What follows belongs to an exercise in optimizing a design on an open flow for small area, a short achievable clock period and few clock cycles; a production flow would make more cautious choices.
The RTL was checked by simulation tests, not by an equivalence proof against the original design. The flow treats the clock pin as an ideal source, which a real chip does not have.

==> flow/design.v <==
`default_nettype none
package strm_pkg;
  typedef logic [128-1:0] data_t;
  typedef logic [32-1:0] addr_t;
  typedef logic [32-1:0]  len_t;
  typedef logic [8-1:0]  tag_t;
  typedef logic [$clog2(256):0]                  req_len_t;   
  typedef logic [32-$clog2(16)-1:0]     beat_cnt_t;  
  typedef logic [$clog2(16)-1:0]                chunk_cnt_t;  
  typedef enum logic [2:0] {
    IDLE,
    REQ_A,
    WAIT_A_ACK,
    REQ_B,
    WAIT_B_ACK,
    WAIT_DONE,
    DRAIN
  } seq_state_t;
endpackage
`default_nettype wire
`timescale 1ns/100ps
`default_nettype none
module sys_user_stream_top
(
  input  logic     clk_i,
  input  logic     rst_n,
  input  logic     strm_en_i,
  input  strm_pkg::addr_t    dma_src_addr_i,
  input  strm_pkg::len_t     dma_len_i,
  output logic     dma_done_o,
  input  logic     dma_done_ack_i,
  output logic     dma_rd_req_o,
  output strm_pkg::addr_t    dma_rd_req_addr_o,
  output strm_pkg::req_len_t dma_rd_req_len_o,
  output strm_pkg::tag_t     dma_tag_o,
  input  logic     dma_req_ack_i,
  input  logic     dma_data_valid_i,
  input  strm_pkg::tag_t     dma_tag_i,
  input  strm_pkg::data_t    dma_data_i,
  output logic     stream_valid_o,
  input  logic     stream_ready_i,
  output strm_pkg::data_t    stream_data_o
);
  localparam int NS = 16;         
  localparam logic [NS-1:0] INJ = 16'hC101;     
  logic          act;         
  logic          pend;        
  logic [12:0]   full_left;   
  logic          fl_nz;       
  logic          fl_one;      
  logic [3:0]    tail;        
  logic [4:0]    room;        
  logic          tagb;        
  logic [4:0]    len_b;       
  logic [4:0]    out;         
  logic          out0;        
  logic          out1;        
  strm_pkg::data_t stg [NS];
  logic [NS-1:0] v;           
  logic [4:0]    occ;         
  logic          fit0;        
  logic          fitp;        
  logic          fitm;        
  logic [NS-1:0] full_up;     
  logic [NS-1:0] v_n;
  logic [NS-1:0] fu_n;
  logic [NS-1:0] stuck;       
  logic [NS-1:0] adv;         
  logic [NS-1:0] low_empty;   
  logic [NS-1:0] sel;         
  logic [NS-1:0] inj;         
  logic          start;
  logic [4:0]    nlen;
  logic          fl_nz_n;
  logic          out_free;
  logic          present;
  logic          acc;
  logic          hit;
  logic          take;
  logic [4:0]    room_n;
  logic [4:0]    room_st;
  logic [4:0]    fit_r;
  logic [4:0]    fit_s;
  logic [4:0]    fit_k;
  logic [5:0]    occ_t;
  assign start    = strm_en_i && !act && !dma_done_o;
  assign acc      = dma_rd_req_o && dma_req_ack_i;
  assign hit      = dma_data_valid_i && (dma_tag_i[7:2] == '0) && (dma_tag_i[1] != dma_tag_i[0]);
  assign out_free = out0 || (out1 && hit);
  assign take     = stream_valid_o && stream_ready_i;
  assign present  = hit ? (pend && !dma_rd_req_o && (out0 || out1) && (take ? fit0 : fitp))
                        : (pend && !dma_rd_req_o && out0 && (take ? fitm : fit0));
  assign nlen     = fl_nz ? 5'd16 : {1'b0, tail};
  assign fl_nz_n  = fl_nz && !fl_one;               
  assign dma_rd_req_len_o = {len_b, 4'b0};
  assign dma_tag_o        = {6'b0, tagb, !tagb};
  always_ff @(posedge clk_i)
  begin
    if (!rst_n)
    begin
      act          <= 1'b0;
      pend         <= 1'b0;
      dma_done_o   <= 1'b0;
      dma_rd_req_o <= 1'b0;
      out          <= '0;
      out0         <= 1'b1;
      out1         <= 1'b0;
    end
    else
    begin
      if (start)
      begin
        dma_rd_req_addr_o <= dma_src_addr_i;
        act               <= (dma_len_i[20:4] != '0);
        pend              <= (dma_len_i[20:4] != '0);
        dma_done_o        <= (dma_len_i[20:4] == '0);   
        tagb              <= 1'b1;                      
        full_left         <= dma_len_i[20:8];
        fl_nz             <= (dma_len_i[20:8] != '0);
        fl_one            <= (dma_len_i[20:8] == 13'd1);
        tail              <= dma_len_i[7:4];
      end
      else if (acc)
        dma_rd_req_addr_o[31:8] <= dma_rd_req_addr_o[31:8] + 24'd1;
      if (present)
      begin
        dma_rd_req_o <= 1'b1;
        tagb         <= !tagb;
        len_b        <= nlen;
        out          <= nlen;
        out0         <= 1'b0;
        out1         <= (nlen == 5'd1);
        if (fl_nz)
        begin
          full_left <= full_left - 13'd1;
          fl_nz     <= fl_nz_n;
          fl_one    <= (full_left == 13'd2);
          pend      <= fl_nz_n || (tail != '0);
        end
        else
          pend      <= 1'b0;
      end
      else
      begin
        if (acc)
          dma_rd_req_o <= 1'b0;
        if (hit)
        begin
          out  <= out - 5'd1;
          out0 <= out1;
          out1 <= (out == 5'd2);
        end
      end
      if (act && !pend && !dma_rd_req_o && out_free)
      begin
        act        <= 1'b0;
        dma_done_o <= 1'b1;
      end
      if (dma_done_o && !strm_en_i && dma_done_ack_i)
        dma_done_o <= 1'b0;
    end
  end
  assign room_n    = (present && fl_nz) ? (fl_nz_n ? 5'd0 : 5'd16 - {1'b0, tail}) : room;
  assign room_st   = (dma_len_i[20:8] != '0) ? 5'd0 : 5'd16 - {1'b0, dma_len_i[7:4]};
  assign occ_t = {1'b0, occ} + {2'b0, dma_len_i[7:4]};
  always_comb
  begin
    for (int k = 0; k < 5; k++)
    begin
      fit_r[k] = ({1'b0, occ} + 6'(k)) <= ({1'b0, room} + 6'd2);
      if (dma_len_i[20:8] != '0)
        fit_s[k] = ({1'b0, occ} + 6'(k)) <= 6'd2;
      else
        fit_s[k] = occ_t <= 6'(18 - k);
    end
    fit_k = start ? fit_s : fit_r;
  end
  always_ff @(posedge clk_i)
  begin
    if (!rst_n)
    begin
      occ  <= '0;
      room <= '0;
      fit0 <= 1'b1;
      fitp <= 1'b0;
      fitm <= 1'b1;
    end
    else
    begin
      occ  <= occ + 5'(hit) - 5'(take);
      room <= start ? room_st : room_n;
      if (hit && !take)
      begin
        fit0 <= fit_k[3];
        fitp <= fit_k[4];
        fitm <= fit_k[2];
      end
      else if (take && !hit)
      begin
        fit0 <= fit_k[1];
        fitp <= fit_k[2];
        fitm <= fit_k[0];
      end
      else
      begin
        fit0 <= fit_k[2];
        fitp <= fit_k[3];
        fitm <= fit_k[1];
      end
    end
  end
  assign stream_valid_o = v[NS-1];
  assign stream_data_o  = stg[NS-1];
  always_comb
  begin
    for (int i = 0; i < NS; i++)
      stuck[i] = full_up[i] && !stream_ready_i;
    for (int i = 0; i < NS-1; i++)
      adv[i] = v[i] && !stuck[i+1];
    adv[NS-1] = take;
    low_empty[0] = 1'b1;
    for (int i = 1; i < NS; i++)
      low_empty[i] = low_empty[i-1] && !v[i-1];
    sel = '0;
    for (int i = 0; i < NS; i++)
      if (INJ[i] && low_empty[i] && (!v[i] || adv[i]))
        sel = NS'(1) << i;
    inj = sel & {NS{hit}};
  end
  always_ff @(posedge clk_i)
  begin
    for (int i = 0; i < NS; i++)
      if (inj[i] || (i > 0 && adv[i > 0 ? i-1 : 0]))
        stg[i] <= (sel[i] || i == 0) ? dma_data_i : stg[i > 0 ? i-1 : 0];
  end
  always_comb
  begin
    for (int i = 0; i < NS; i++)
      v_n[i] = stuck[i] || inj[i] || (i > 0 && adv[i > 0 ? i-1 : 0]);
    fu_n[NS-1] = v_n[NS-1];
    for (int i = NS-2; i >= 0; i--)
      fu_n[i] = v_n[i] && fu_n[i+1];
  end
  always_ff @(posedge clk_i)
  begin
    if (!rst_n)
    begin
      v       <= '0;
      full_up <= '0;
    end
    else
    begin
      v       <= v_n;
      full_up <= fu_n;
    end
  end
endmodule
`default_nettype wire
export LEC_CHECK = 0
export CAP_MARGIN = 20
export CORE_MARGIN = 2
export CORE_UTILIZATION = 55
export SETUP_SLACK_MARGIN = 3.0
export SLEW_MARGIN = 20
export TNS_END_PERCENT = 5
create_clock -name core_clock -period 5.5 [get_ports {clk_i}]
standard.sh (not shown) runs the stock make flow with config.mk's settings and CLKGATE_MAP_FILE= SYNTH_SCRIPT=/design/flow/synth_recipe.tcl, a recipe that flattens the netlist after the stock synthesis.
==> flow/flow/run.sh <==
#!/bin/bash
# Layout flow: the standard ORFS flow (standard.sh), with
#  - port buffers made of buf_2 cells instead of the slow delay-buffer cell
#    buffer_ports picks by default (every port still gets its buffer);
#  - clock tree synthesis without dummy loads and with larger sink clusters.
# Each step's full log is in orfs/logs/; make's own output goes to flow_make.log.
set -euo pipefail
export BUFFER_PORTS_ARGS="-buffer_cell sky130_fd_sc_hd__buf_2"
export CTS_ARGS="-sink_clustering_enable -repair_clock_nets -dont_use_dummy_load -sink_clustering_size 30 -sink_clustering_max_diameter 100"
bash standard.sh finish > flow_make.log 2>&1
The first run finished clean.
Testbench counts at the start, summed over its fixed seeds: cycles 32,940.
Change:
--- a/flow/design.v
+++ b/flow/design.v
@@ -230,9 +230,9 @@
   always_ff @(posedge clk_i)
   begin
     for (int i = 0; i < NS; i++)
       if (inj[i] || (i > 0 && adv[i > 0 ? i-1 : 0]))
-        stg[i] <= (sel[i] || i == 0) ? dma_data_i : stg[i > 0 ? i-1 : 0];
+        stg[i] <= (i == 0 || (INJ[i] && low_empty[i])) ? dma_data_i : stg[i > 0 ? i-1 : 0];
   end
   always_comb
   begin
     for (int i = 0; i < NS; i++)
=> Non-clock buffer count grows by 3; clock-buffer cell count grows by 1; critical path depth grows by 4; via count grows slightly; worst setup slack gets better by 41 ps; synthesized cell count grows slightly; cell area grows slightly.
Testbench counts after the change, summed over its fixed seeds: cycles 32,940.

[re-timing with driven ports]
How much do the figures lean on ideal ports? The routed layouts below were timed once more, with nothing changed but the port constraints.
Step 1: set_driving_cell puts a clkbuf_16 on clk_i and a buf_2 on each other input, an assumption about the parent block.
Step 2 moves the port delays by t, midway between the first and last clock arrival at a register: inputs arrive t later, outputs are due t later. That takes back most of the time a late clock gives input paths.
Three values: ideal, step 1, step 2; two values: the first two.
run	t (ns)	slack for setup (ns)	worst setup path after step 2
the first run	0.746	2.808 / 2.839 / 2.093	input to register
the second run	0.750	2.849 / 2.892 / 2.149	input to register
After both steps setup and hold are still met in every run listed. For the first run, which loses most, drivers alone change the setup slack by +0.031 ns; drivers and shift together by -0.715 ns.
